Context: an optimization exercise on an open-source flow, tuned for small area, a short achievable clock period and few clock cycles. The choices shown serve that exercise and are no tape-out recipe. Function was checked by simulation only, so behaviour that the tests miss may differ from the original.

==> flow/design.v, too long to show whole: its modules and the start of the top module <==
// module sq_angle: 492 lines
// module sq_est: 544 lines
// module scale_lin: 405 lines
// module scale_sq: 369 lines
// module scale_refine: 390 lines
// module angle_range: 29 lines
// module angle_wrap: 29 lines
// module sine_pipe: 100 lines
// module result_fifo: 42 lines
// module trig_axil_regs: 108 lines
// module trig_top: 77 lines
// module trig_unit: 41 lines
module trig_unit (
	input logic clk,
	input logic reset,
	input logic s_awvalid,
	input logic [3:0] s_awaddr,
	input logic s_wvalid,
	input logic [31:0] s_wdata,
	input logic s_bready,
	input logic s_arvalid,
	input logic [3:0] s_araddr,
	input logic s_rready,
	output logic s_awready,
	output logic s_wready,
	output logic s_bvalid,
	output logic [1:0] s_bresp,
	output logic s_arready,
	output logic s_rvalid,
	output logic [31:0] s_rdata,
	output logic [1:0] s_rresp
);
  // ...
==> flow/run.sh <==
#!/bin/bash
# synth_recipe.tcl (not shown) runs the flow's synth.tcl, then flattens the netlist and writes it again
# the make line also repeats each setting of config.mk as NAME=value (left out here)
make -C /OpenROAD-flow-scripts/flow DESIGN_CONFIG=/design/flow/config.mk WORK_HOME=/design/flow/orfs CLKGATE_MAP_FILE= SYNTH_SCRIPT=/design/flow/synth_recipe.tcl finish
==> flow/config.mk <==
export PLATFORM = sky130hd
export DESIGN_NAME = trig_unit
export DESIGN_NICKNAME = trig_unit
export VERILOG_FILES = /design/flow/design.v
export SDC_FILE = /design/flow/constraint.sdc
export NUM_CORES = 4
export LEC_CHECK = 0
export CAP_MARGIN = 20
export CORE_MARGIN = 2
export CORE_UTILIZATION = 40
export SLEW_MARGIN = 20
==> flow/constraint.sdc <==
create_clock -name core_clock -period 10.0 [get_ports {clk}]
set_input_delay 2.0000 -clock core_clock [delete_from_list [all_inputs] [get_ports {clk}]]
set_output_delay 2.0000 -clock core_clock [all_outputs]
set_load 0.01 [all_outputs]
==> impl_metrics.env, run 1 <==
export IMPL_outcome="no timing/DRC/antenna violations"
export IMPL_post_drt_wl_per_cell_um=15.94
export IMPL_wl_met2_um=31800
export IMPL_first_pass_iters=6
export IMPL_slew_violations=0
export IMPL_final_common_cell="inv_1"
export IMPL_drc=0
export IMPL_synth_edff_count=92
export IMPL_pre_cts_ws_ns=3.232
export IMPL_buffers=111
export IMPL_rsz0062_at_grt="false"
export IMPL_h_tree_depth=1
export IMPL_crit_path_start_kind="flop"
export IMPL_path_class="flop to flop"
export IMPL_yosys_area_share_adder_pct=42.75
export IMPL_min_to="u_top.u_sine.n3"
export IMPL_netlist_area_um2=28510
export IMPL_diodes=0
export IMPL_synth_async_reset_ratio_pct=0
export IMPL_ant_nets=0
export IMPL_skew_ns=0.02093
export IMPL_critPathArrivalTime_ns=7.25
export IMPL_synth_top_family_by_area="adder cells"
export IMPL_worstHoldStart="u_top.u_sine.n2"
export IMPL_vias=19770
export IMPL_cap_viol_max_count=0
export IMPL_viasPerCell=4.884
export IMPL_die_area_um2=73430
export IMPL_yosys_top_cells_count="inv_1, fa_1, ha_1"
export IMPL_holdWs_ns=0.3253
export IMPL_multi_input_area_share_pct=62.90
export IMPL_buffer_area_share_pct=3.246
export IMPL_cts_buffers=31
export IMPL_critPathMostFrequentCell="fa_1"
export IMPL_antenna_found_initial=0
export IMPL_seq_cells=253
export IMPL_yosys_area_share_simple_pct=12.14
export IMPL_synth_mux_area_share_pct=0.4038
export IMPL_period_needed_ns=6.785
Testbench counts, summed over its fixed seeds: cycles 11,258.
==> inputs of run 2 (changes only) <==
--- a/flow/config.mk
+++ b/flow/config.mk
@@ -8,4 +8,5 @@
 export CAP_MARGIN = 20
 export CORE_MARGIN = 2
 export CORE_UTILIZATION = 40
+export SETUP_SLACK_MARGIN = 5
 export SLEW_MARGIN = 20
==> run 2 against run 1 <==
Against the previous run: still clean; maximum frequency is 35% higher; count of clock-buffer cells in the layout shrank 1; utilization grew 2.3 points; hold slack improved by 0.013 ns; register-to-register slack better by 1.7 ns; global-route usage up 0.091 points; synthesized cell count is the same; via count is 2.3% higher; first-iteration DRC count is 2.6% higher.
==> impl_metrics.env, run 2 <==
export IMPL_outcome="no timing/DRC/antenna violations"
export IMPL_yosysSeqAreaShare_pct=21.00
export IMPL_diodes=0
export IMPL_postCtsHoldBufs=0
export IMPL_yosys_most_used_dff="dfxtp_1"
export IMPL_syn_avg_cell_area_um2=9.434
export IMPL_critPathArrivalTime_ns=5.52
export IMPL_h_tree_depth=1
export IMPL_synth_largest_area_cell="fa_1"
export IMPL_root_buffer="clkbuf_16"
export IMPL_worst_path_max_fanout=7
export IMPL_path_class="flop to flop"
export IMPL_vias=20230
export IMPL_io_pins=88
export IMPL_yosys_top_cells_count="inv_1, fa_1, ha_1"
export IMPL_cts_tree="yes"
export IMPL_numPortBuffers=74
export IMPL_yosysWarnings=6
export IMPL_final_common_cell="inv_1"
export IMPL_clk_path_buf_depth=3
export IMPL_ys_seq_elements=253
export IMPL_largest_register_ffs=72
export IMPL_rsz0062_at_grt="true"
export IMPL_setup_viol=0
export IMPL_final_instance_count_excl_fill=4130
export IMPL_placed_cell_area_um2=30310
export IMPL_antenna_found_initial=2
export IMPL_final_cell_mix="inv_1, fa_1, ha_1"
export IMPL_skew_ns=0.03397
export IMPL_grt_pass1_vias=20580
export IMPL_finalHoldViolCount=0
export IMPL_synth_area_top_cells="fa_1, ha_1, dfxtp_1"
export IMPL_critPathMostFrequentCell="fa_1"
export IMPL_clock_latency_ns=0.60
export IMPL_place_hpwl_um=51190
export IMPL_largest_register="u_top.u_fifo.mem"
export IMPL_final_setup_worst_slack_ns=4.964
export IMPL_top_regs="u_top.u_fifo.mem: 72 flops, u_top.u_sine.xx2: 20 flops, u_top.u_sine.a0: 19 flops"
export IMPL_post_drt_wl_per_cell_um=15.93
export IMPL_drc=0
export IMPL_crit_family="adder cells"
export IMPL_whs_path_depth=0
export IMPL_synth_top_area_share_pct=27.03
export IMPL_cp_slowest_stage_delay_ns=0.54
export IMPL_finish_instance_area_um2=32970
export IMPL_relSlewSlack_pct=33.09
export IMPL_num_rows=97
export IMPL_holdCritPathClass="flop to flop"
export IMPL_cap_viol_max_count=0
export IMPL_die_h_um=271.0
export IMPL_pre_cts_ws_ns=3.235
export IMPL_core_area_um2=70270
export IMPL_cp_required_ns=10.48
export IMPL_gr_total_overflow=0
export IMPL_globalRouteTotalUtil_pct=18.05
export IMPL_worstHoldStart="u_top.u_sine.n2"
export IMPL_rr_worst_depth=21
export IMPL_path_clk_slew_ns=0.06
export IMPL_slew_violations=0
export IMPL_grt_pass1_wl_um=107300
export IMPL_r2r_end="u_top.u_sine.v4[14]"
export IMPL_synth_most_common_cell="inv_1"
export IMPL_cts_buffers=31
export IMPL_final_core_util_pct=46.92
export IMPL_r2r_start="u_top.u_sine.e3[17]"
export IMPL_crit_path_start_kind="flop"
export IMPL_drtIter0Drc=1001
export IMPL_dieWidth_um=271.0
export IMPL_ant_nets=0
export IMPL_synthCells=3022
export IMPL_min_to="u_top.u_sine.n3"
export IMPL_place_congestion=0.8786
export IMPL_netlist_area_um2=28510
export IMPL_area_growth_pct=15.64
export IMPL_crit_buf_inv=5
export IMPL_period_needed_ns=5.036
export IMPL_worst_slew_pin_slew_ns=1.004
export IMPL_drive_gt1_share_pct=10.22
export IMPL_cts_sinks=253
export IMPL_slowest_stage="fa_1"
export IMPL_finalNetCount=3956
export IMPL_die_area_um2=73430
export IMPL_ys_types=78
export IMPL_r2r_slack_ns=4.96
export IMPL_synth_edff_count=92
export IMPL_grt_max_degree=29
export IMPL_viasPerCell=4.898
export IMPL_first_pass_iters=5
export IMPL_initial_utilization_pct=40.57
export IMPL_path_cells="buf_8, buf_6, nor2b_4, buf_6, nand2_2, ha_1, inv_2, fa_1, fa_1, fa_1, inv_2, ha_4, nand3_2, or3_4, or4b_1, a21o_1, nand3_4, a31oi_4, o2111ai_4, a21oi_2, xnor2_1"
export IMPL_post_route_period_util_pct=50.36
export IMPL_worstSetupEndpointType="flop"
export IMPL_place_inst=3983
export IMPL_timing_fmax_mhz=198.6
export IMPL_finalSetupTns_ns=0
export IMPL_synth_async_reset_ratio_pct=0
export IMPL_wirelength_um=65780
[run 2: how the worst max path moves through the flow]
stage,end,from,slack [ns],cells after the start
2_1_floorplan,u_top.u_sine.v4[14],u_top.u_sine.e3[17],5.01,21
3_3_place_gp,u_top.u_sine.xx2[17],u_top.u_sine.u1[6],3.30,16
3_5_place_dp,u_top.u_sine.xx2[17],u_top.u_sine.u1[6],3.23,16
4_1_cts,u_top.u_sine.v4[14],u_top.u_sine.e3[17],4.85,21
5_1_grt,u_top.u_sine.v4[14],u_top.u_sine.e3[10],4.79,20
6_report,u_top.u_sine.v4[14],u_top.u_sine.e3[17],4.96,21
[run 2: area by class of cell]
type                       count  area (um^2)
fill                        6676        37300
multi-input combinational   2046        20260
clock inverter                22        315.3
tap                          940         1176
sequential                   253         6045
timing repair buffer         195         1876
clock buffer                  35        800.8
inverter                     639         2492
[run 2: cells by family after synthesis]
logic type	share of synthesized area (%)
fa+ha+maj	42.75
simple gates	12.14
buf+inv	9.848
compound gates	9.861
flops	21.00
xor+xnor	3.994
mux	0.4038
other cells	0.01315
[run 2: metrics by stage]
| step | hold WS (ns) |
|---|---|
| 2_1_floorplan | 0.3096 |
| 3_3_place_gp | 0.3137 |
| 3_5_place_dp | 0.3294 |
| 4_1_cts | 0.3431 |
| 5_1_grt | 0.3527 |
| 6_report | 0.3382 |
[run 2: what timing repair did]
action,4_1_cts,5_1_grt
endpoints found under the hold margin,0,0
pin swaps,27,40
gates cloned,1,0
setup buffers,44,45
gates resized for setup,122,79
setup endpoints to repair,78,44
[run 2: layer usage]
| layer | up-vias | GRT usage, % | routed length, um |
|---|---|---|---|
| li1 | 9970 | - | - |
| met1 | 9759 | 22.97 | 28740 |
| met2 | 392 | 32.49 | 32640 |
| met3 | 109 | 1.961 | 2680 |
| met4 | 0 | 4.580 | 1707 |
| met5 | - | 0 | 0 |
==> inputs of run 3 (changes only) <==
==> flow/flow/run.sh (new file) <==
#!/bin/bash
# The standard layout, with timing repair aiming further below the clock period
set -euo pipefail
bash standard.sh SETUP_SLACK_MARGIN=6.5 finish > standard_flow.log 2>&1
==> flow/standard.sh (new file) <==
#!/bin/bash
# synth_recipe.tcl (not shown) runs the flow's synth.tcl, then flattens the netlist and writes it again
# the make line also repeats each setting of config.mk as NAME=value (left out here)
make -C /OpenROAD-flow-scripts/flow DESIGN_CONFIG=/design/flow/config.mk WORK_HOME=/design/flow/orfs CLKGATE_MAP_FILE= SYNTH_SCRIPT=/design/flow/synth_recipe.tcl "${@:-finish}"
removed: flow/run.sh
==> run 3 against run 2 <==
Against the previous run: critical path depth decreased by 1; design area increased by 8.4%; routed wire length is 8.8% higher; largest cell class unchanged; global-route usage rose by 1.5 points; worst setup slack worse by 0.030 ns.
==> impl_metrics.env, run 3 <==
export IMPL_synth_edff_count=92
export IMPL_crit_path_start_kind="flop"
export IMPL_cts_tree="yes"
export IMPL_synth_async_reset_ratio_pct=0
export IMPL_yosysWarnings=6
export IMPL_min_to="u_top.u_sine.n3"
export IMPL_largest_register_ffs=72
export IMPL_drc=0
export IMPL_h_tree_depth=1
export IMPL_place_congestion=0.8529
export IMPL_worst_path_max_fanout=15
export IMPL_finalSetupTns_ns=0
export IMPL_cp_required_ns=10.52
export IMPL_critPathArrivalTime_ns=5.58
export IMPL_relSlewSlack_pct=30.28
export IMPL_timing_fmax_mhz=197.4
export IMPL_synth_most_common_cell="inv_1"
export IMPL_final_common_cell="inv_1"
export IMPL_root_buffer="clkbuf_16"
export IMPL_viasPerCell=4.904
export IMPL_vias=20820
export IMPL_finish_instance_area_um2=35750
export IMPL_grt_max_degree=26
export IMPL_cts_sinks=253
export IMPL_netlist_area_um2=28510
export IMPL_final_cell_mix="inv_1, fa_1, ha_1"
export IMPL_grt_pass1_vias=21500
export IMPL_place_hpwl_um=52020
export IMPL_ant_nets=0
export IMPL_r2r_start="u_top.u_sine.e3[17]"
export IMPL_skew_ns=0.01204
export IMPL_clk_path_buf_depth=3
export IMPL_wirelength_um=71570
export IMPL_seq_area_um2=6155
export IMPL_rr_worst_depth=20
export IMPL_yosys_most_used_dff="dfxtp_1"
export IMPL_num_rows=97
export IMPL_r2r_end="u_top.u_sine.v4[7]"
export IMPL_io_pins=88
export IMPL_holdCritPathClass="flop to flop"
export IMPL_worstSetupEndpointType="flop"
export IMPL_syn_avg_cell_area_um2=9.434
export IMPL_antenna_found_initial=1
export IMPL_globalRouteTotalUtil_pct=19.50
export IMPL_die_h_um=271.0
export IMPL_slew_violations=0
export IMPL_cap_viol_max_count=0
export IMPL_postCtsHoldBufs=0
export IMPL_post_drt_wl_per_cell_um=16.86
export IMPL_yosysSeqAreaShare_pct=21.00
export IMPL_synth_top_area_share_pct=27.03
export IMPL_outcome="no timing/DRC/antenna violations"
export IMPL_top_regs="u_top.u_fifo.mem: 72 flops, u_top.u_sine.xx2: 20 flops, u_top.u_sine.a0: 19 flops"
export IMPL_cts_buffers=31
export IMPL_first_pass_iters=5
export IMPL_yosys_top_cells_count="inv_1, fa_1, ha_1"
export IMPL_r2r_slack_ns=4.93
export IMPL_diodes=0
export IMPL_finalHoldViolCount=0
export IMPL_rsz0062_at_grt="true"
export IMPL_grt_pass1_wl_um=114500
export IMPL_core_area_um2=70270
export IMPL_clock_latency_ns=0.60
export IMPL_drive_gt1_share_pct=22.51
export IMPL_whs_path_depth=0
export IMPL_ys_types=78
export IMPL_numPortBuffers=74
export IMPL_drtIter0Drc=887
export IMPL_synthCells=3022
export IMPL_largest_register="u_top.u_fifo.mem"
export IMPL_finalNetCount=4070
export IMPL_period_needed_ns=5.066
export IMPL_multi_input_area_um2=21990
export IMPL_path_clk_slew_ns=0.06
export IMPL_synth_area_top_cells="fa_1, ha_1, dfxtp_1"
export IMPL_ys_seq_elements=253
export IMPL_die_area_um2=73430
export IMPL_setup_viol=0
export IMPL_gr_total_overflow=0
export IMPL_post_route_period_util_pct=50.66
export IMPL_dieWidth_um=271.0
export IMPL_worst_slew_pin_slew_ns=1.046
export IMPL_initial_utilization_pct=40.57
export IMPL_placed_cell_area_um2=31000
export IMPL_synth_largest_area_cell="fa_1"
export IMPL_worstHoldStart="u_top.u_sine.n2"
export IMPL_final_core_util_pct=50.87
export IMPL_critical_path_startpoint="u_top.u_sine.e3[17]"
export IMPL_fillerInstances=6309
export IMPL_area_growth_pct=25.38
export IMPL_path_class="flop to flop"
[run 3: cells by family (layout without fill, tap and decap cells)]
family / count (synthesis) / after routing / synth area share [%]
buffers and inverters: 724 / 1006 / 9.848
multiplexers: 11 / 11 / 0.4038
XOR/XNOR: 130 / 130 / 3.994
AND/OR/NAND/NOR: 734 / 734 / 12.14
flip-flops: 253 / 253 / 21.00
adder cells (fa/ha/maj): 743 / 743 / 42.75
AO/OA/AOI/OAI: 426 / 426 / 9.861
other: 1 / 2 / 0.01315
[run 3: how the worst max path moves through the flow]
stage / depth (start not counted) / to / slack (ns)
2_1_floorplan: 21 / u_top.u_sine.v4[12] / 5.10
3_3_place_gp: 19 / u_top.u_sine.v4[12] / 4.46
3_5_place_dp: 19 / u_top.u_sine.v4[14] / 4.39
4_1_cts: 21 / u_top.u_sine.v4[14] / 4.84
5_1_grt: 20 / u_top.u_sine.v4[14] / 4.78
6_report: 20 / u_top.u_sine.v4[7] / 4.93
[run 3: layout make-up]
class                   count  share of cell area [%]
clock buffers              47                   2.506
well taps                 940                   3.290
repair buffers            308                   7.942
flip-flops and latches    253                   17.22
multi-input cells        2046                   61.52
repair inverters            1                 0.01400
clock inverters            11                  0.3185
inverters                 639                   7.190
[run 3: routing by layer]
| layer | GRT usage [%] | vias up | part of all wire, % |
|---|---|---|---|
| li1 | - | 10180 | - |
| met1 | 24.16 | 10150 | 42 |
| met2 | 35.13 | 372 | 51 |
| met3 | 2.512 | 117 | 4.0 |
| met4 | 5.932 | 0 | 3.2 |
| met5 | 0 | - | 0 |
[run 3: per-stage QoR]
step | setup WS, ns | instances | hold WS, ns
2_1_floorplan | 5.100 | 3023 | 0.3096
3_3_place_gp | 4.456 | 3968 | 0.3129
3_5_place_dp | 4.393 | 3968 | 0.3128
4_1_cts | 4.836 | 4189 | 0.3282
5_1_grt | 4.777 | 4245 | 0.3403
6_report | 4.934 | 4245 | 0.3267
[run 3: worst max-delay path, stage by stage (launching register included)]
cell,delay [ns]
dfxtp_4,0.40
buf_8,0.15
buf_6,0.12
nor2b_4,0.16
buf_8,0.19
nand2_1,0.08
ha_1,0.33
fa_1,0.44
fa_1,0.52
fa_1,0.47
ha_4,0.31
nand3_2,0.07
or3_4,0.33
or4b_1,0.46
a21o_1,0.21
nand3_4,0.12
buf_6,0.12
a31oi_4,0.08
o21bai_2,0.18
buf_4,0.14
xor2_1,0.12
[run 3: repair_timing]
action | CTS | global route
cloned | 3 | 1
resized for setup | 339 | 201
hold endpoints to repair | 0 | 0
endpoints found under the setup margin | 190 | 183
setup buffers | 160 | 55
pin swaps | 145 | 111
==> module sine_pipe, before the edit <==
module sine_pipe (
	input logic clk,
	input logic reset,
	input logic in_valid,
	input logic [20:0] angle,
	input logic cos_sel,
	output logic out_valid,
	output logic out_neg,
	output logic [16:0] out_mag
);
	logic [20:0] a0;
	logic c0;
	logic [2:0] up0;
	logic [2:0] dn0;
	logic n1;
	logic [17:0] u1;
	logic n2;
	logic [19:0] xx2;
	logic [17:0] lin2;
	logic n3;
	logic signed [17:0] e3;
	logic n4;
	logic [16:0] t4;
	logic [14:0] v4;
	logic [4:0] valid;
	logic [2:0] upw;
	logic [2:0] dnw;
	logic nw;
	logic [17:0] uw;
	logic [19:0] xxw;
	logic [17:0] linw;
	logic signed [17:0] ew;
	logic [16:0] tw;
	logic [14:0] vw;
	logic [16:0] mw;
	angle_range u_range (
		.angle(angle),
		.cos_sel(cos_sel),
		.up(upw),
		.dn(dnw)
	);
	angle_wrap u_wrap (
		.angle(a0),
		.cos_sel(c0),
		.up(up0),
		.dn(dn0),
		.neg(nw),
		.mag(uw)
	);
	sq_angle u_sq (
		.u(u1),
		.xx(xxw)
	);
	scale_lin u_lin (
		.u(u1),
		.neg(n1),
		.lin(linw)
	);
	scale_sq u_est (
		.lin(lin2),
		.xx(xx2),
		.est(ew)
	);
	assign tw = e3[17] ? {15'd0, 2'(~e3[1:0]) + 2'd1} : e3[16:0];
	sq_est u_sq_est (
		.t(tw[15:0]),
		.v(vw)
	);
	scale_refine u_refine (
		.t(t4[15:0]),
		.v(v4),
		.neg(n4),
		.mag(mw)
	);
	always_ff @(posedge clk) begin
		a0 <= angle;
		c0 <= cos_sel;
		up0 <= upw;
		dn0 <= dnw;
		n1 <= nw;
		u1 <= uw;
		n2 <= n1;
		xx2 <= xxw;
		lin2 <= linw;
		n3 <= n2;
		e3 <= ew;
		n4 <= n3 ^ e3[17];
		t4 <= tw;
		v4 <= vw;
	end
	always_ff @(posedge clk) begin
		if (reset)
			valid <= '0;
		else
			valid <= {valid[3:0], in_valid};
	end
	assign out_valid = valid[4];
	assign out_neg = n4;
	assign out_mag = {t4[16], 16'd0} | mw;
endmodule
==> inputs of run 4 (changes only) <==
--- a/flow/design.v
+++ b/flow/design.v
@@ -2295,7 +2295,7 @@
 	logic [19:0] xx2;
 	logic [17:0] lin2;
 	logic n3;
-	logic signed [17:0] e3;
+	logic [16:0] t3;
 	logic n4;
 	logic [16:0] t4;
 	logic [14:0] v4;
@@ -2338,9 +2338,12 @@
 		.xx(xx2),
 		.est(ew)
 	);
-	assign tw = e3[17] ? {15'd0, 2'(~e3[1:0]) + 2'd1} : e3[16:0];
+	assign tw[16] = ew[16] && !ew[17];
+	assign tw[15:2] = ew[16] ? 14'd0 : ew[15:2];
+	assign tw[1] = ew[17] ? ew[1] ^ ew[0] : ew[1];
+	assign tw[0] = ew[0];
 	sq_est u_sq_est (
-		.t(tw[15:0]),
+		.t(t3[15:0]),
 		.v(vw)
 	);
 	scale_refine u_refine (
@@ -2359,10 +2362,10 @@
 		n2 <= n1;
 		xx2 <= xxw;
 		lin2 <= linw;
-		n3 <= n2;
-		e3 <= ew;
-		n4 <= n3 ^ e3[17];
-		t4 <= tw;
+		n3 <= n2 ^ ew[17];
+		t3 <= tw;
+		n4 <= n3;
+		t4 <= t3;
 		v4 <= vw;
 	end
 	always_ff @(posedge clk) begin
==> flow/run.sh (new file) <==
#!/bin/bash
# synth_recipe.tcl (not shown) runs the flow's synth.tcl, then flattens the netlist and writes it again
# the make line also repeats each setting of config.mk as NAME=value (left out here)
make -C /OpenROAD-flow-scripts/flow DESIGN_CONFIG=/design/flow/config.mk WORK_HOME=/design/flow/orfs CLKGATE_MAP_FILE= SYNTH_SCRIPT=/design/flow/synth_recipe.tcl finish
--- a/flow/config.mk
+++ b/flow/config.mk
@@ -7,6 +7,7 @@
 export LEC_CHECK = 0
 export CAP_MARGIN = 20
 export CORE_MARGIN = 2
-export CORE_UTILIZATION = 40
+export CORE_UTILIZATION = 65
+export PLACE_DENSITY = 0.75
 export SETUP_SLACK_MARGIN = 5
 export SLEW_MARGIN = 20
removed: flow/flow/run.sh
removed: flow/standard.sh
==> run 4 against run 3 <==
Against the previous run: largest cell class unchanged; hold slack about the same; first-iteration DRC count up 43%; register-to-register slack better by 0.13 ns; critical path type unchanged; synthesized cell count down 0.79%.
==> impl_metrics.env, run 4 <==
export IMPL_num_rows=76
export IMPL_outcome="no timing/DRC/antenna violations"
export IMPL_h_tree_depth=1
export IMPL_initial_utilization_pct=65.74
export IMPL_final_cell_mix="inv_1, fa_1, ha_1"
export IMPL_synth_most_common_cell="inv_1"
export IMPL_path_cells="buf_12, buf_4, ha_1, fa_1, fa_1, inv_1, fa_1, fa_1, inv_1, ha_4, nand3_2, nor3_2, nand2_1, a21o_1, a31oi_4, o211ai_1, a21o_1, and3_1, a311o_1"
export IMPL_yosys_most_used_dff="dfxtp_1"
export IMPL_slowest_stage="fa_1"
export IMPL_die_h_um=212.7
export IMPL_final_instance_count_excl_fill=3709
export IMPL_place_congestion=0.9122
export IMPL_postCtsHoldBufs=0
export IMPL_placed_cell_area_um2=29510
export IMPL_synth_compound_area_share_pct=9.994
export IMPL_gr_total_overflow=0
export IMPL_antenna_found_initial=1
export IMPL_synth_area_top_cells="fa_1, ha_1, dfxtp_1"
export IMPL_drive_gt1_share_pct=8.131
export IMPL_synthCells=2998
export IMPL_finish_instance_area_um2=31580
export IMPL_finalNetCount=3895
export IMPL_final_common_cell="inv_1"
export IMPL_place_inst=3590
export IMPL_ys_seq_elements=252
export IMPL_ys_types=88
export IMPL_netlist_area_um2=28320
export IMPL_grt_pass1_vias=21330
export IMPL_relSlewSlack_pct=33.29
export IMPL_yosys_area_share_simple_pct=11.40
export IMPL_timing_fmax_mhz=202.5
export IMPL_io_pins=88
export IMPL_clock_latency_ns=0.57
export IMPL_diodes=0
export IMPL_synthXorXnorAreaFrac_pct=3.897
export IMPL_cts_buffers=27
export IMPL_root_buffer="clkbuf_16"
export IMPL_synth_top_area_share_pct=27.29
export IMPL_core_area_um2=43080
export IMPL_grt_max_degree=31
export IMPL_finalSetupTns_ns=0
export IMPL_yosys_top_cells_count="inv_1, fa_1, ha_1"
export IMPL_vias=20640
export IMPL_top_regs="u_top.u_fifo.mem: 72 flops, u_top.u_sine.xx2: 20 flops, u_top.u_sine.a0: 19 flops"
export IMPL_globalRouteTotalUtil_pct=28.29
export IMPL_crit_path_start_kind="flop"
export IMPL_synth_largest_area_cell="fa_1"
export IMPL_largest_register_ffs=72
export IMPL_setup_viol=0
export IMPL_holdWs_ns=0.3271
export IMPL_post_drt_wl_per_cell_um=17.10
export IMPL_critical_path_startpoint="u_top.u_sine.u1[10]"
export IMPL_synth_async_reset_ratio_pct=0
export IMPL_path_class="flop to flop"
export IMPL_grt_pass1_wl_um=101900
export IMPL_clk_path_buf_depth=3
export IMPL_critPathMostFrequentCell="fa_1"
export IMPL_rsz0062_at_grt="true"
export IMPL_syn_avg_cell_area_um2=9.446
export IMPL_wirelength_um=63440
export IMPL_skew_ns=0.01221
export IMPL_worst_path_max_fanout=6
export IMPL_grt_util_met1_pct=34.38
export IMPL_dieWidth_um=212.7
export IMPL_largest_register="u_top.u_fifo.mem"
export IMPL_synth_edff_count=92
export IMPL_met2_usage_pct=51.06
export IMPL_cp_slowest_stage_delay_ns=0.54
export IMPL_path_clk_slew_ns=0.06
export IMPL_cts_tree="yes"
export IMPL_r2r_start="u_top.u_sine.u1[10]"
export IMPL_holdCritPathClass="flop to flop"
export IMPL_worstHoldStart="u_top.u_sine.t3[16]"
export IMPL_synth_mux_area_share_pct=0.2872
export IMPL_numPortBuffers=74
export IMPL_yosysWarnings=6
export IMPL_yosysSeqAreaShare_pct=21.07
export IMPL_ant_nets=0
export IMPL_finalHoldViolCount=0
export IMPL_yosys_area_share_adder_pct=43.15
export IMPL_period_needed_ns=4.938
export IMPL_cp_required_ns=10.45
export IMPL_post_route_period_util_pct=49.38
export IMPL_synth_top_family_by_area="adder cells"
export IMPL_drc=0
export IMPL_cts_sinks=252
export IMPL_die_area_um2=45250
export IMPL_critPathArrivalTime_ns=5.39
export IMPL_cap_viol_max_count=0
export IMPL_area_growth_pct=11.53
export IMPL_worstSetupEndpointType="flop"
export IMPL_worst_slew_pin_slew_ns=1.001
export IMPL_slew_violations=0
export IMPL_first_pass_iters=5
export IMPL_place_hpwl_um=48730
export IMPL_drtIter0Drc=1264
export IMPL_grtUsageMet3_pct=4.192
export IMPL_grt_busiest_layer="met2"
export IMPL_fillerInstances=3098
export IMPL_viasPerCell=5.565
## run 4: changes by cell type in the layout (fill, tap and decap cells not counted), sizes merged, moves of 11 or more
cell | before | now
buf | 233 | 83
nor2 | 212 | 249
dlymetal6s2s | 15 | 0
inv | 627 | 648
nand2 | 224 | 206
xor2 | 56 | 45
nor3 | 55 | 38
dlygate4sd2 | 16 | 0
clkbuf | 62 | 32
and2 | 60 | 41
clkdlybuf4s50 | 28 | 74
## run 4: critical path, delay by kind of cell (launching register included)
family	cells	cell delay (ns)
adders and majority gates	6	2.42
DFF	1	0.33
buffers and inverters	4	0.42
and+or+nand+nor	4	0.54
AOI/OAI and AO/OA	5	1.10
## run 4: cell families after synthesis
kind of cell / Yosys count
compound gates: 420
xor+xnor: 126
flops: 252
buf+inv: 745
other cells: 1
mux: 8
simple gates: 701
fa+ha+maj: 745
## run 4: layout make-up
class,count,area (um^2),share of cell area (%)
timing repair buffer,157,1531,4.849
inverter,663,2616,8.283
clock buffer,32,704.4,2.230
clock inverter,18,172.7,0.5467
sequential,252,6048,19.15
tap,585,732.0,2.317
multi-input combinational,2002,19780,62.62
## run 4: final timing paths
kind	endpoint	slack [ns]	depth (start not counted)
setup / recovery	u_top.u_sine.xx2[18]	5.06	19
hold / removal	u_top.u_sine.t4[16]	0.33	0
setup reg to reg	u_top.u_sine.xx2[18]	5.06	19
hold reg to reg	u_top.u_sine.t4[16]	0.33	0
## run 4: metrics by stage
step | util [%] | setup WS [ns]
6_report | 73.32 | 5.062
3_3_place_gp | 68.50 | 3.903
2_1_floorplan | - | 5.029
3_5_place_dp | 68.50 | 3.912
5_1_grt | 73.32 | 4.877
4_1_cts | 71.48 | 4.917
## run 4: per-layer routing
metal  part of all wire, %  up-vias
met4                   2.9        2
met3                   5.4      122
met2                    52      580
li1                      -     9733
met5                 0.027        -
met1                    40    10210
## run 4: timing repair
item / CTS / global route
endpoints found under the hold margin: 0 / 0
gates resized for setup: 82 / 105
endpoints found under the setup margin: 72 / 79
gates cloned: 0 / 0
setup buffers: 18 / 51
pin swaps: 1 / 27
Testbench counts of run 4, summed over its fixed seeds: cycles 11,258.
==> inputs of run 5 (changes only) <==
--- a/flow/config.mk
+++ b/flow/config.mk
@@ -7,7 +7,6 @@
 export LEC_CHECK = 0
 export CAP_MARGIN = 20
 export CORE_MARGIN = 2
-export CORE_UTILIZATION = 65
-export PLACE_DENSITY = 0.75
+export CORE_UTILIZATION = 60
 export SETUP_SLACK_MARGIN = 5
 export SLEW_MARGIN = 20
==> run 5 against run 4 <==
Against the previous run: clock skew increased by 0.00062 ns; non-clock buffer count increased by 1; global-route usage decreased by 1.7 points; die area increased by 8.2%; maximum frequency increased by 1.7%; area after synthesis unchanged; hold slack improved by 0.0037 ns; register-to-register slack improved by 0.08 ns; via count decreased by 0.57%; critical path type unchanged.
==> impl_metrics.env, run 5 <==
export IMPL_ant_nets=0
export IMPL_diodes=0
export IMPL_crit_family="adder cells"
export IMPL_r2r_slack_ns=5.14
export IMPL_cp_slowest_stage_delay_ns=0.55
export IMPL_clk_path_buf_depth=3
export IMPL_crit_buf_inv=5
export IMPL_place_hpwl_um=50660
export IMPL_globalRouteTotalUtil_pct=26.59
export IMPL_yosysWarnings=6
export IMPL_r2r_start="u_top.u_sine.u1[11]"
export IMPL_drtIter0Drc=1293
export IMPL_syn_avg_cell_area_um2=9.446
export IMPL_netlist_area_um2=28320
export IMPL_synth_most_common_cell="inv_1"
export IMPL_grt_pass1_vias=21400
export IMPL_path_cells="clkinvlp_4, buf_4, buf_6, nor2_1, fa_1, fa_1, inv_1, fa_1, fa_1, inv_1, ha_4, nand3_2, nor3_2, nand2_1, a21o_1, a31oi_4, o211ai_1, a21o_1, and3_1, a311o_1"
export IMPL_ys_seq_elements=252
export IMPL_rsz0062_at_grt="false"
export IMPL_timing_fmax_mhz=206.0
export IMPL_worstHoldStart="u_top.u_sine.t3[16]"
export IMPL_rr_worst_depth=20
export IMPL_area_growth_pct=11.93
export IMPL_finalHoldViolCount=0
export IMPL_whs_path_depth=0
export IMPL_antenna_found_initial=0
export IMPL_path_class="flop to flop"
export IMPL_io_pins=88
export IMPL_slowest_stage="fa_1"
export IMPL_drive_gt1_share_pct=7.894
export IMPL_synth_area_top_cells="fa_1, ha_1, dfxtp_1"
export IMPL_first_pass_iters=7
export IMPL_cap_viol_max_count=0
export IMPL_holdCritPathClass="flop to flop"
export IMPL_cts_sinks=252
export IMPL_outcome="no timing/DRC/antenna violations"
export IMPL_final_core_util_pct=68.08
export IMPL_initial_utilization_pct=60.83
export IMPL_yosys_top_cells_count="inv_1, fa_1, ha_1"
export IMPL_die_h_um=221.3
export IMPL_synth_largest_area_cell="fa_1"
export IMPL_skew_ns=0.01283
export IMPL_synth_top_area_share_pct=27.29
export IMPL_yosysSeqAreaShare_pct=21.07
export IMPL_critPathMostFrequentCell="fa_1"
export IMPL_finalSetupTns_ns=0
export IMPL_holdWs_ns=0.3308
export IMPL_synth_async_reset_ratio_pct=0
export IMPL_setup_viol=0
export IMPL_dieWidth_um=221.3
export IMPL_top_regs="u_top.u_fifo.mem: 72 flops, u_top.u_sine.xx2: 20 flops, u_top.u_sine.a0: 19 flops"
export IMPL_grt_max_degree=31
export IMPL_slew_violations=0
export IMPL_clock_latency_ns=0.57
export IMPL_finalNetCount=3898
export IMPL_grt_pass1_wl_um=106000
export IMPL_worst_path_max_fanout=7
export IMPL_post_route_period_util_pct=48.55
export IMPL_root_buffer="clkbuf_16"
export IMPL_post_drt_wl_per_cell_um=17.38
export IMPL_yosys_most_used_dff="dfxtp_1"
export IMPL_worst_slew_pin_slew_ns=1.044
export IMPL_wirelength_um=64920
export IMPL_largest_register_ffs=72
export IMPL_worstSetupEndpointType="flop"
export IMPL_core_area_um2=46560
export IMPL_synthCells=2998
export IMPL_place_congestion=0.8803
export IMPL_fillerInstances=3706
export IMPL_gr_total_overflow=0
export IMPL_vias=20520
export IMPL_final_common_cell="inv_1"
export IMPL_viasPerCell=5.494
export IMPL_path_clk_slew_ns=0.06
export IMPL_crit_path_start_kind="flop"
export IMPL_ys_types=88
export IMPL_cp_required_ns=10.45
export IMPL_final_cell_mix="inv_1, fa_1, ha_1"
export IMPL_h_tree_depth=1
export IMPL_period_needed_ns=4.855
export IMPL_critPathArrivalTime_ns=5.31
export IMPL_die_area_um2=48950
export IMPL_relSlewSlack_pct=30.40
export IMPL_numPortBuffers=74
export IMPL_synth_edff_count=92
export IMPL_num_rows=79
export IMPL_cts_tree="yes"
export IMPL_min_to="u_top.u_sine.t4[16]"
export IMPL_drc=0
export IMPL_cts_buffers=29
export IMPL_largest_register="u_top.u_fifo.mem"
export IMPL_r2r_end="u_top.u_sine.xx2[18]"
==> run 5: changes by cell type in the layout (fill, tap and decap cells not counted), moves of 3 or more <==
cell        before  now
dfxtp_4         18   12
a211oi_2         6    1
clkbuf_1         4    9
clkbuf_8         1    5
clkinv_1         4    0
clkinv_4         6    2
dfxtp_2         12   16
a211oi_1        12   15
clkinvlp_4      12    9
inv_1          635  638
==> run 5: how the worst max path moves through the flow <==
stage	depth (start not counted)	startpoint	slack, ns	to
2_1_floorplan	19	u_top.u_sine.u1[2]	5.03	u_top.u_sine.xx2[19]
3_3_place_gp	18	u_top.u_sine.u1[8]	3.98	u_top.u_sine.xx2[18]
3_5_place_dp	18	u_top.u_sine.u1[8]	3.95	u_top.u_sine.xx2[18]
4_1_cts	18	u_top.u_sine.u1[8]	4.95	u_top.u_sine.xx2[18]
5_1_grt	17	u_top.u_sine.v4[14]	4.95	u_top.u_fifo.mem[2][16]
6_report	20	u_top.u_sine.u1[11]	5.14	u_top.u_sine.xx2[18]
==> run 5: cells by family (layout without fill, tap and decap cells) <==
kind of cell / after synthesis / in the layout / synth area share [%]
flip-flops: 252 / 252 / 21.07
AO/OA/AOI/OAI: 420 / 420 / 9.994
buffers and inverters: 745 / 875 / 10.19
AND/OR/NAND/NOR: 701 / 701 / 11.40
other: 1 / 2 / 0.01324
multiplexers: 8 / 8 / 0.2872
XOR/XNOR: 126 / 126 / 3.897
adder cells (fa/ha/maj): 745 / 745 / 43.15
==> run 5: per-stage QoR <==
step                      std cells  cell area, um^2  worst slack [ns]
after floorplan                2999            28330             5.029
after global placement         3619            29590             3.976
after detailed placement       3619            29590             3.952
after CTS                      3693            30970             4.946
after global routing           3736            31700             4.949
final                          3736            31700             5.145
==> run 5: layout make-up <==
cell class                 instances  area, um^2  area share, %
multi-input combinational       2002       19770          62.37
sequential                       252        6031          19.03
clock buffer                      44       833.3          2.629
timing repair buffer             158        1528          4.820
clock inverter                    10       153.9         0.4856
tap                              607       759.5          2.396
inverter                         663        2623          8.274
==> run 5: per-layer routing <==
layer / global-route usage [%] / vias to the layer above / part of all wire [%]
li1: - / 9738 / -
met1: 34.45 / 10210 / 43
met2: 47.44 / 464 / 51
met3: 2.337 / 114 / 3.7
met4: 7.880 / 0 / 2.6
met5: 0 / - / 0
==> run 5: repair_timing <==
action | CTS | global route
hold endpoints to repair | 0 | 0
setup endpoints to repair | 83 | 74
gates cloned | 0 | 0
hold buffers | 0 | 0
resized for setup | 76 | 98
setup buffers | 20 | 43
pin swaps | 2 | 20
==> inputs of run 6 (changes only) <==
--- a/flow/config.mk
+++ b/flow/config.mk
@@ -8,5 +8,7 @@
 export CAP_MARGIN = 20
 export CORE_MARGIN = 2
 export CORE_UTILIZATION = 60
+export CTS_CLUSTER_DIAMETER = 60
+export CTS_CLUSTER_SIZE = 40
 export SETUP_SLACK_MARGIN = 5
 export SLEW_MARGIN = 20
==> run 6 against run 5 <==
Against the previous run: synthesized cell count did not move; global-route usage is 0.092 points lower; non-clock buffer count fell by 9; via count down 0.80%; worst setup slack lost 0.059 ns; routed wire length down 0.61%; critical endpoint unchanged.
==> impl_metrics.env, run 6 <==
export IMPL_outcome="no timing/DRC/antenna violations"
export IMPL_drtIter0Drc=1250
export IMPL_ant_nets=0
export IMPL_placed_cell_area_um2=29590
export IMPL_finalSetupTns_ns=0
export IMPL_clk_path_buf_depth=3
export IMPL_place_hpwl_um=50660
export IMPL_clock_latency_ns=0.57
export IMPL_post_route_period_util_pct=49.14
export IMPL_postCtsHoldBufs=0
export IMPL_worst_slew_pin_slew_ns=1.037
export IMPL_post_drt_wl_per_cell_um=17.37
export IMPL_largest_register="u_top.u_fifo.mem"
export IMPL_finalHoldViolCount=0
export IMPL_largest_register_ffs=72
export IMPL_path_clk_slew_ns=0.09
export IMPL_vias=20360
export IMPL_cts_sinks=252
export IMPL_globalRouteTotalUtil_pct=26.49
export IMPL_first_pass_iters=7
export IMPL_ys_types=88
export IMPL_viasPerCell=5.480
export IMPL_setup_viol=0
export IMPL_critical_path_startpoint="u_top.u_sine.u1[4]"
export IMPL_skew_ns=0.04158
export IMPL_grt_pass1_vias=21390
export IMPL_synth_edff_count=92
export IMPL_slowest_stage="fa_1"
export IMPL_yosysWarnings=6
export IMPL_final_common_cell="inv_1"
export IMPL_dieWidth_um=221.3
export IMPL_final_core_util_pct=67.54
export IMPL_rsz0062_at_grt="true"
export IMPL_drive_gt1_share_pct=7.432
export IMPL_yosysSeqAreaShare_pct=21.07
export IMPL_synth_top_area_share_pct=27.29
export IMPL_drc=0
export IMPL_h_tree_depth=1
export IMPL_fillerInstances=3745
export IMPL_worst_path_max_fanout=16
export IMPL_path_cells="buf_6, clkinvlp_4, nor2_1, fa_1, fa_1, inv_1, fa_1, fa_1, inv_1, ha_4, nand3_2, nor3_2, nand2_1, a21o_1, a31oi_4, o211ai_1, buf_4, a21o_1, and3_1, a311o_1"
export IMPL_cp_required_ns=10.45
export IMPL_area_growth_pct=11.03
export IMPL_crit_path_start_kind="flop"
export IMPL_finalNetCount=3883
export IMPL_syn_avg_cell_area_um2=9.446
export IMPL_worstHoldStart="u_top.u_sine.t3[16]"
export IMPL_die_h_um=221.3
export IMPL_die_area_um2=48950
export IMPL_grt_pass1_wl_um=105800
export IMPL_critPathMostFrequentCell="fa_1"
export IMPL_slew_violations=0
export IMPL_top_regs="u_top.u_fifo.mem: 72 flops, u_top.u_sine.xx2: 20 flops, u_top.u_sine.a0: 19 flops"
export IMPL_num_rows=79
export IMPL_final_cell_mix="inv_1, fa_1, ha_1"
export IMPL_diodes=0
export IMPL_root_buffer="clkbuf_16"
export IMPL_grt_max_degree=31
export IMPL_relSlewSlack_pct=30.85
export IMPL_synth_most_common_cell="inv_1"
export IMPL_cp_slowest_stage_delay_ns=0.52
export IMPL_yosys_top_cells_count="inv_1, fa_1, ha_1"
export IMPL_yosys_most_used_dff="dfxtp_1"
export IMPL_synth_largest_area_cell="fa_1"
export IMPL_ys_seq_elements=252
export IMPL_gr_total_overflow=0
export IMPL_synth_area_top_cells="fa_1, ha_1, dfxtp_1"
export IMPL_worstSetupEndpointType="flop"
export IMPL_cts_tree="yes"
export IMPL_path_class="flop to flop"
export IMPL_place_congestion=0.8803
export IMPL_finish_instance_area_um2=31440
export IMPL_holdCritPathClass="flop to flop"
export IMPL_netlist_area_um2=28320
export IMPL_initial_utilization_pct=60.83
export IMPL_timing_fmax_mhz=203.5
export IMPL_period_needed_ns=4.914
export IMPL_numPortBuffers=74
export IMPL_antenna_found_initial=0
export IMPL_synth_async_reset_ratio_pct=0
export IMPL_crit_family="adder cells"
export IMPL_crit_buf_inv=5
export IMPL_cap_viol_max_count=0
export IMPL_io_pins=88
export IMPL_synthCells=2998
export IMPL_cts_buffers=23
export IMPL_r2r_start="u_top.u_sine.u1[4]"
export IMPL_critPathArrivalTime_ns=5.37
export IMPL_core_area_um2=46560
export IMPL_wirelength_um=64520
run 6: layout make-up:
| cell class | count | area [um^2] | share of cell area, % |
|---|---|---|---|
| Sequential cell | 252 | 6025 | 19.16 |
| Clock inverter | 19 | 271.5 | 0.8635 |
| Inverter | 663 | 2610 | 8.301 |
| Clock buffer | 23 | 575.6 | 1.830 |
| Multi-Input combinational cell | 2002 | 19780 | 62.89 |
| Tap cell | 607 | 759.5 | 2.415 |
| Timing Repair Buffer | 149 | 1426 | 4.536 |
run 6: logic make-up (layout without fill, tap and decap cells):
kind of cell             count (synthesis)  after routing  synth area share [%]
AO/OA/AOI/OAI                          420            420                 9.994
XOR/XNOR                               126            126                 3.897
adder cells (fa/ha/maj)                745            745                 43.15
buffers and inverters                  745            854                 10.19
flip-flops                             252            252                 21.07
multiplexers                             8              8                0.2872
other                                    1              2               0.01324
AND/OR/NAND/NOR                        701            701                 11.40
run 6: path summary, 6_finish.rpt:
kind	cells after the start	slack [ns]	to
hold reg to reg	0	0.34	u_top.u_sine.t4[16]
setup reg to reg	20	5.09	u_top.u_sine.xx2[18]
hold / removal	0	0.34	u_top.u_sine.t4[16]
setup / recovery	20	5.09	u_top.u_sine.xx2[18]
run 6: timing repair:
item | 4_1_cts | 5_1_grt
buffers inserted | 19 | 35
pin swaps | 2 | 14
gates resized for setup | 72 | 88
endpoints found under the setup margin | 79 | 74
run 6: metal layers:
layer	global-route usage [%]	wire length [um]
met2	47.52	32970
met3	2.364	2551
met4	7.404	1507
met5	0	0
met1	34.28	27490
run 6: stage by stage:
step           worst slack, ns  hold slack [ns]  std cells
2_1_floorplan            5.029           0.3096       2999
3_3_place_gp             3.976           0.3140       3619
3_5_place_dp             3.952           0.3184       3619
4_1_cts                  4.973           0.3405       3680
5_1_grt                  4.895           0.3540       3715
6_report                 5.086           0.3381       3715
==> inputs of run 7 (changes only) <==
--- a/flow/config.mk
+++ b/flow/config.mk
@@ -7,8 +7,6 @@
 export LEC_CHECK = 0
 export CAP_MARGIN = 20
 export CORE_MARGIN = 2
-export CORE_UTILIZATION = 60
-export CTS_CLUSTER_DIAMETER = 60
-export CTS_CLUSTER_SIZE = 40
+export CORE_UTILIZATION = 40
 export SETUP_SLACK_MARGIN = 5
 export SLEW_MARGIN = 20
==> run 7 against run 6 <==
Against the previous run: utilization down 22 points; global-route usage fell by 9.6 points; hold slack got worse by 0.012 ns.
==> impl_metrics.env, run 7 <==
export IMPL_place_hpwl_um=47200
export IMPL_timing_fmax_mhz=203.4
export IMPL_cap_viol_max_count=0
export IMPL_post_drt_wl_per_cell_um=14.93
export IMPL_grt_pass1_vias=20080
export IMPL_path_cells="clkinvlp_4, buf_8, nor2_1, fa_1, fa_1, inv_1, fa_1, fa_1, inv_1, ha_4, nand3_2, nor3_2, nand2_1, a21o_1, a31oi_4, o211ai_1, a21o_1, and3_1, a311o_1"
export IMPL_vias=19650
export IMPL_num_rows=97
export IMPL_crit_buf_inv=4
export IMPL_critPathMostFrequentCell="fa_1"
export IMPL_cp_slowest_stage_delay_ns=0.55
export IMPL_drtIter0Drc=1135
export IMPL_synthCells=2998
export IMPL_synth_top_area_share_pct=27.29
export IMPL_initial_utilization_pct=40.44
export IMPL_yosys_top_cells_count="inv_1, fa_1, ha_1"
export IMPL_setup_viol=0
export IMPL_worstSetupEndpointType="flop"
export IMPL_critPathArrivalTime_ns=5.38
export IMPL_die_area_um2=72940
export IMPL_largest_register="u_top.u_fifo.mem"
export IMPL_cts_tree="yes"
export IMPL_rsz0062_at_grt="true"
export IMPL_clock_latency_ns=0.58
export IMPL_cp_endpoint="u_top.u_sine.xx2[18]"
export IMPL_finalSetupTns_ns=0
export IMPL_outcome="no timing/DRC/antenna violations"
export IMPL_period_needed_ns=4.915
export IMPL_synth_mux_area_share_pct=0.2872
export IMPL_r2r_slack_ns=5.08
export IMPL_cp_required_ns=10.47
export IMPL_critical_path_startpoint="u_top.u_sine.u1[7]"
export IMPL_root_buffer="clkbuf_16"
export IMPL_final_common_cell="inv_1"
export IMPL_core_area_um2=70030
export IMPL_holdCritPathClass="flop to flop"
export IMPL_crit_path_start_kind="flop"
export IMPL_wirelength_um=60520
export IMPL_path_clk_slew_ns=0.06
export IMPL_io_pins=88
export IMPL_finalNetCount=3881
export IMPL_globalRouteTotalUtil_pct=16.85
export IMPL_rr_worst_depth=19
export IMPL_h_tree_depth=1
export IMPL_ys_types=88
export IMPL_slowest_stage="fa_1"
export IMPL_synth_edff_count=92
export IMPL_largest_register_ffs=72
export IMPL_r2r_start="u_top.u_sine.u1[7]"
export IMPL_yosysWarnings=6
export IMPL_grt_max_degree=31
export IMPL_ant_nets=0
export IMPL_yosys_most_used_dff="dfxtp_1"
export IMPL_netlist_area_um2=28320
export IMPL_drc=0
export IMPL_diodes=0
export IMPL_yosysSeqAreaShare_pct=21.07
export IMPL_synth_most_common_cell="inv_1"
export IMPL_synth_top_family_by_area="adder cells"
export IMPL_antenna_found_initial=1
export IMPL_path_class="flop to flop"
export IMPL_cts_buffers=30
export IMPL_drive_gt1_share_pct=7.613
export IMPL_yosys_area_share_adder_pct=43.15
export IMPL_final_cell_mix="inv_1, fa_1, ha_1"
export IMPL_top_regs="u_top.u_fifo.mem: 72 flops, u_top.u_sine.xx2: 20 flops, u_top.u_sine.a0: 19 flops"
export IMPL_cts_sinks=252
export IMPL_synth_area_top_cells="fa_1, ha_1, dfxtp_1"
export IMPL_numPortBuffers=74
export IMPL_r2r_end="u_top.u_sine.xx2[18]"
export IMPL_post_route_period_util_pct=49.15
export IMPL_synth_compound_area_share_pct=9.994
export IMPL_synth_async_reset_ratio_pct=0
export IMPL_clk_path_buf_depth=3
export IMPL_cp_depth=19
export IMPL_slew_violations=0
export IMPL_ys_seq_elements=252
export IMPL_die_h_um=270.1
export IMPL_syn_avg_cell_area_um2=9.446
export IMPL_crit_family="adder cells"
export IMPL_place_congestion=0.8362
export IMPL_worst_path_max_fanout=14
export IMPL_first_pass_iters=6
export IMPL_skew_ns=0.01400
export IMPL_viasPerCell=4.847
export IMPL_dieWidth_um=270.1
export IMPL_gr_total_overflow=0
export IMPL_relSlewSlack_pct=30.14
export IMPL_grt_pass1_wl_um=102100
export IMPL_finalHoldViolCount=0
export IMPL_worst_slew_pin_slew_ns=1.048
export IMPL_synth_largest_area_cell="fa_1"
export IMPL_synthXorXnorAreaFrac_pct=3.897
export IMPL_final_core_util_pct=45.80
export IMPL_area_growth_pct=13.25
export IMPL_yosys_area_share_simple_pct=11.40
[run 7: routing by layer]
metal | wire length [um] | track usage, %
met4 | 899 | 2.939
met1 | 29160 | 23.89
met5 | 0 | 0
met2 | 28480 | 28.16
met3 | 1984 | 1.743
[run 7: stage by stage]
stage / setup WS [ns] / hold slack [ns] / instances / cell area (um^2)
2_1_floorplan: 5.029 / 0.3096 / 2999 / 28330
5_1_grt: 4.927 / 0.3396 / 4053 / 32070
6_report: 5.085 / 0.3266 / 4053 / 32070
4_1_cts: 4.897 / 0.3291 / 4024 / 31500
3_3_place_gp: 4.094 / 0.3121 / 3956 / 30040
3_5_place_dp: 4.029 / 0.3146 / 3956 / 30040
[run 7: worst reg2reg max path: stages, from the launching register on]
cell and delay [ns]:
dfxtp_4 0.42, clkinvlp_4 0.14, buf_8 0.17, nor2_1 0.08, fa_1 0.47, fa_1 0.55, inv_1 0.05, fa_1 0.46
fa_1 0.51, inv_1 0.07, ha_4 0.29, nand3_2 0.11, nor3_2 0.16, nand2_1 0.09, a21o_1 0.18, a31oi_4 0.18
o211ai_1 0.17, a21o_1 0.23, and3_1 0.14, a311o_1 0.31
[run 7: cell families after synthesis]
kind of cell    count (synthesis)
xor+xnor                      126
compound gates                420
mux                             8
fa+ha+maj                     745
other cells                     1
simple gates                  701
buf+inv                       745
flops                         252
[run 7: worst min-delay path by stage]
stage | startpoint | end | slack [ns] | depth (start not counted)
detailed placement | u_top.u_sine.t3[16] | u_top.u_sine.t4[16] | 0.31 | 0
floorplan | u_top.u_sine.n3 | u_top.u_sine.n4 | 0.31 | 0
CTS | u_top.u_sine.t3[16] | u_top.u_sine.t4[16] | 0.33 | 0
global placement | u_top.u_sine.t3[16] | u_top.u_sine.t4[16] | 0.31 | 0
finish | u_top.u_sine.t3[16] | u_top.u_sine.t4[16] | 0.33 | 0
global route | u_top.u_sine.t3[16] | u_top.u_sine.t4[16] | 0.34 | 0
[run 7: cell type report]
class | count | area (um^2)
well taps | 940 | 1176
clock inverters | 19 | 264.0
repair buffers | 140 | 1394
inverters | 663 | 2610
flip-flops and latches | 252 | 6032
clock buffers | 37 | 832.0
multi-input cells | 2002 | 19760
fillers | 6694 | 37960
[run 7: repair_timing]
action / CTS / global route
buffers inserted: 12 / 28
hold buffers: 0 / 0
setup endpoints to repair: 80 / 64
gates resized for setup: 77 / 93
pin swaps: 3 / 12
==> module angle_wrap, before the edit <==
module angle_wrap (
	input logic [20:0] angle,
	input logic cos_sel,
	input logic [2:0] up,
	input logic [2:0] dn,
	output logic neg,
	output logic [17:0] mag
);
	localparam int T = trig_pkg::TWO_PI_FIX;
	localparam int H = trig_pkg::HALF_PI_FIX;
	logic signed [18:0] off;
	logic signed [18:0] pos;
	logic signed [18:0] ngt;
	always_comb begin
		int o;
		if (up[2]) o = -3 * T;
		else if (up[1]) o = -2 * T;
		else if (up[0]) o = -T;
		else if (dn[2]) o = 3 * T;
		else if (dn[1]) o = 2 * T;
		else if (dn[0]) o = T;
		else o = 0;
		off = 19'(o + (cos_sel ? H : 0));
	end
	assign pos = angle[18:0] + off;
	assign ngt = ~angle[18:0] + (19'sd1 - off);
	assign neg = pos[18];
	assign mag = neg ? ngt[17:0] : pos[17:0];
endmodule
==> inputs of run 8 (changes only) <==
--- a/flow/design.v
+++ b/flow/design.v
@@ -2257,7 +2257,6 @@
 	localparam int H = trig_pkg::HALF_PI_FIX;
 	logic signed [18:0] off;
 	logic signed [18:0] pos;
-	logic signed [18:0] ngt;
 	always_comb begin
 		int o;
 		if (up[2]) o = -3 * T;
@@ -2270,9 +2269,8 @@
 		off = 19'(o + (cos_sel ? H : 0));
 	end
 	assign pos = angle[18:0] + off;
-	assign ngt = ~angle[18:0] + (19'sd1 - off);
 	assign neg = pos[18];
-	assign mag = neg ? ngt[17:0] : pos[17:0];
+	assign mag = (pos[17:0] ^ {18{neg}}) + 18'(neg);
 endmodule
 `timescale 1ns/1ps
 module sine_pipe (
--- a/flow/config.mk
+++ b/flow/config.mk
@@ -7,6 +7,6 @@
 export LEC_CHECK = 0
 export CAP_MARGIN = 20
 export CORE_MARGIN = 2
-export CORE_UTILIZATION = 40
+export CORE_UTILIZATION = 60
 export SETUP_SLACK_MARGIN = 5
 export SLEW_MARGIN = 20
==> run 8 against run 7 <==
Against the previous run: highest routed layer unchanged; hold slack improved by 0.0010 ns; utilization rose by 23 points; first-iteration DRC count rose by 7.0%; non-clock buffer count rose by 5; largest cell class unchanged; die area fell by 35%; maximum frequency rose by 1.6%; area after synthesis fell by 2.6%; routed wire length rose by 5.1%; still clean; critical path type unchanged.
==> impl_metrics.env, run 8 <==
export IMPL_ys_types=78
export IMPL_place_congestion=0.8724
export IMPL_holdWs_ns=0.3276
export IMPL_numPortBuffers=74
export IMPL_cts_tree="yes"
export IMPL_num_rows=78
export IMPL_cap_viol_max_count=0
export IMPL_globalRouteTotalUtil_pct=27.41
export IMPL_r2r_slack_ns=5.16
export IMPL_root_buffer="clkbuf_16"
export IMPL_outcome="no timing/DRC/antenna violations"
export IMPL_relSlewSlack_pct=31.21
export IMPL_grt_pass1_vias=20340
export IMPL_post_drt_wl_per_cell_um=17.70
export IMPL_clock_latency_ns=0.60
export IMPL_synth_async_reset_ratio_pct=0
export IMPL_r2r_start="u_top.u_sine.xx2[17]"
export IMPL_grt_max_degree=26
export IMPL_worst_path_max_fanout=5
export IMPL_rr_worst_depth=18
export IMPL_final_cell_mix="inv_1, fa_1, ha_1"
export IMPL_first_pass_iters=5
export IMPL_synth_most_common_cell="inv_1"
export IMPL_wirelength_um=63620
export IMPL_crit_path_start_kind="flop"
export IMPL_cp_endpoint="u_top.u_sine.t3[1]"
export IMPL_dieWidth_um=218.4
export IMPL_finalHoldViolCount=0
export IMPL_viasPerCell=5.467
export IMPL_timing_fmax_mhz=206.7
export IMPL_synth_top_area_share_pct=28.17
export IMPL_drtIter0Drc=1214
export IMPL_yosysSeqAreaShare_pct=21.64
export IMPL_worstHoldStart="u_top.u_sine.t3[16]"
export IMPL_final_setup_worst_slack_ns=5.162
export IMPL_critical_path_startpoint="u_top.u_sine.xx2[17]"
export IMPL_core_area_um2=45380
export IMPL_initial_utilization_pct=60.76
export IMPL_r2r_end="u_top.u_sine.t3[1]"
export IMPL_die_area_um2=47690
export IMPL_finalNetCount=3735
export IMPL_area_growth_pct=12.81
export IMPL_worst_slew_pin_slew_ns=1.032
export IMPL_holdCritPathClass="flop to flop"
export IMPL_syn_avg_cell_area_um2=9.597
export IMPL_grt_pass1_wl_um=103100
export IMPL_largest_register="u_top.u_fifo.mem"
export IMPL_ys_seq_elements=252
export IMPL_yosys_most_used_dff="dfxtp_1"
export IMPL_cp_required_ns=10.47
export IMPL_finalSetupTns_ns=0
export IMPL_synthXorXnorAreaFrac_pct=4.098
export IMPL_drive_gt1_share_pct=8.918
export IMPL_setup_viol=0
export IMPL_worstSetupEndpointType="flop"
export IMPL_yosys_area_share_adder_pct=43.15
export IMPL_pre_cts_ws_ns=3.846
export IMPL_critPathArrivalTime_ns=5.31
export IMPL_final_core_util_pct=68.54
export IMPL_netlist_area_um2=27570
export IMPL_clk_path_buf_depth=3
export IMPL_diodes=0
export IMPL_ant_nets=0
export IMPL_path_class="flop to flop"
export IMPL_synth_top_family_by_area="adder cells"
export IMPL_synth_largest_area_cell="fa_1"
export IMPL_antenna_found_initial=2
export IMPL_skew_ns=0.04627
export IMPL_place_hpwl_um=49090
export IMPL_io_pins=88
export IMPL_cts_sinks=252
export IMPL_synth_edff_count=92
export IMPL_final_common_cell="inv_1"
export IMPL_cts_buffers=30
export IMPL_largest_register_ffs=72
export IMPL_synth_area_top_cells="fa_1, ha_1, dfxtp_1"
export IMPL_slew_violations=0
export IMPL_period_needed_ns=4.838
export IMPL_die_h_um=218.4
export IMPL_synth_mux_area_share_pct=0.3993
export IMPL_rsz0062_at_grt="true"
export IMPL_h_tree_depth=1
export IMPL_vias=19650
export IMPL_gr_total_overflow=0
export IMPL_synthCells=2873
export IMPL_synth_compound_area_share_pct=9.548
export IMPL_top_regs="u_top.u_fifo.mem: 72 flops, u_top.u_sine.xx2: 20 flops, u_top.u_sine.a0: 19 flops"
export IMPL_yosys_area_share_simple_pct=11.55
export IMPL_path_clk_slew_ns=0.06
export IMPL_drc=0
export IMPL_yosysWarnings=6
export IMPL_yosys_top_cells_count="inv_1, fa_1, ha_1"
export IMPL_postCtsHoldBufs=0
export IMPL_post_route_period_util_pct=48.38
==> run 8: cell types whose count changed after synthesis, sizes merged, moves of 7 or more <==
cell    previous run  this run
ha               359       330
a21oi            122       115
nor2b             27        20
o21a              14        28
nand4             12        19
nor2             249       212
inv              654       594
a221oi            16         6
xnor2             81        74
a22oi             16        27
xor2              45        55
and3               7        16
==> run 8: worst min-delay path by stage <==
stage	end	cells past startpoint
after global placement	u_top.u_sine.t4[16]	0
after detailed placement	u_top.u_sine.t4[16]	0
after CTS	u_top.u_sine.t4[16]	0
final	u_top.u_sine.t4[16]	0
after floorplan	u_top.u_sine.n4	0
after global routing	u_top.u_sine.t4[16]	0
==> run 8: final cells by class <==
class,count,area (um^2)
Multi-Input combinational cell,1937,19420
Fill cell,3585,14280
Sequential cell,252,6017
Inverter,603,2361
Timing Repair Buffer,145,1459
Clock buffer,38,855.8
Tap cell,600,750.7
Clock inverter,18,232.7
Timing Repair inverter,1,3.754
==> run 8: stage by stage <==
| stage | cells | area [um^2] |
|---|---|---|
| finish | 3594 | 31100 |
| global route | 3594 | 31100 |
| CTS | 3572 | 30570 |
| detailed placement | 3483 | 28840 |
| global placement | 3483 | 28830 |
| floorplan | 2874 | 27600 |
==> run 8: cell families (layout without fill, tap and decap cells) <==
| group | Yosys count | in the layout |
|---|---|---|
| multiplexers | 11 | 11 |
| AO/OA/AOI/OAI | 395 | 395 |
| AND/OR/NAND/NOR | 682 | 682 |
| other | 1 | 2 |
| flip-flops | 252 | 252 |
| buffers and inverters | 685 | 805 |
| XOR/XNOR | 129 | 129 |
| adder cells (fa/ha/maj) | 718 | 718 |
==> run 8: timing repair <==
action                                  in CTS  in global routing
endpoints found under the setup margin      99                 69
cloned                                       1                  0
setup buffers                               32                 22
pin swaps                                    8                 20
resized for setup                          112                 79
==> run 8: metal layers <==
metal | wire length (um) | vias up | global-route usage [%]
met5 | 0 | - | 0
met4 | 2005 | 0 | 8.163
met3 | 2766 | 107 | 3.006
met2 | 31080 | 449 | 47.35
met1 | 27770 | 9726 | 36.40
li1 | - | 9368 | -
==> run 8: critical path: stages, from the launching register on <==
cell       delay, ns
dfxtp_2         0.39
inv_1           0.12
ha_1            0.29
inv_1           0.05
fa_1            0.40
fa_1            0.46
fa_1            0.49
inv_1           0.04
ha_1            0.35
a21o_1          0.20
a211oi_1        0.23
o21ai_0         0.12
a221o_1         0.40
o2111ai_4       0.27
a31oi_4         0.17
mux2i_4         0.30
nand2_2         0.13
a211oi_2        0.21
nand3_1         0.09
Testbench counts of run 8, summed over its fixed seeds: cycles 11,258.

## port drivers added, routing unchanged
No port has a modelled driver above. Below, the same layouts with a new extraction and two added sets of constraints.
Step 1 (the two cells are an assumption about what drives the block):
set clk [get_ports {clk}]
set_driving_cell -lib_cell sky130_fd_sc_hd__clkbuf_16 $clk
set_driving_cell -lib_cell sky130_fd_sc_hd__buf_2 [delete_from_list [all_inputs] $clk]
Step 2 times the ports against the registers' clock, not the clock port: input delays grow and output delays shrink by t, the midpoint of the rising clock arrivals with the driver on.
Three values: ideal, step 1, step 2; two values: the first two.
| run | t, ns | setup WS [ns] | worst hold slack (ns) | worst data-port slew with drivers (ns) |
|---|---|---|---|---|
| run 1 | 0.647 | 3.215 / 3.215 / 3.215 | 0.325 / 0.325 / 0.325 | 0.06 |
| run 2 | 0.641 | 4.964 / 4.964 / 4.964 | 0.338 / 0.338 / 0.338 | 0.06 |
| run 3 | 0.657 | 4.934 / 4.934 / 4.934 | 0.327 / 0.327 / 0.327 | 0.05 |
| run 4 | 0.620 | 5.062 / 5.062 / 4.867 | 0.327 / 0.327 / 0.327 | 0.05 |
| run 5 | 0.627 | 5.145 / 5.145 / 4.876 | 0.331 / 0.331 / 0.331 | 0.07 |
| run 6 | 0.613 | 5.086 / 5.086 / 4.893 | 0.338 / 0.338 / 0.338 | 0.07 |
| run 7 | 0.637 | 5.085 / 5.085 / 4.877 | 0.327 / 0.327 / 0.327 | 0.04 |
| run 8 | 0.639 | 5.162 / 5.162 / 4.939 | 0.328 / 0.328 / 0.328 | 0.05 |
After both steps every run listed still meets setup and hold. For run 5, which loses most, drivers alone change the setup slack by 0.000 ns; drivers and shift together by -0.269 ns.
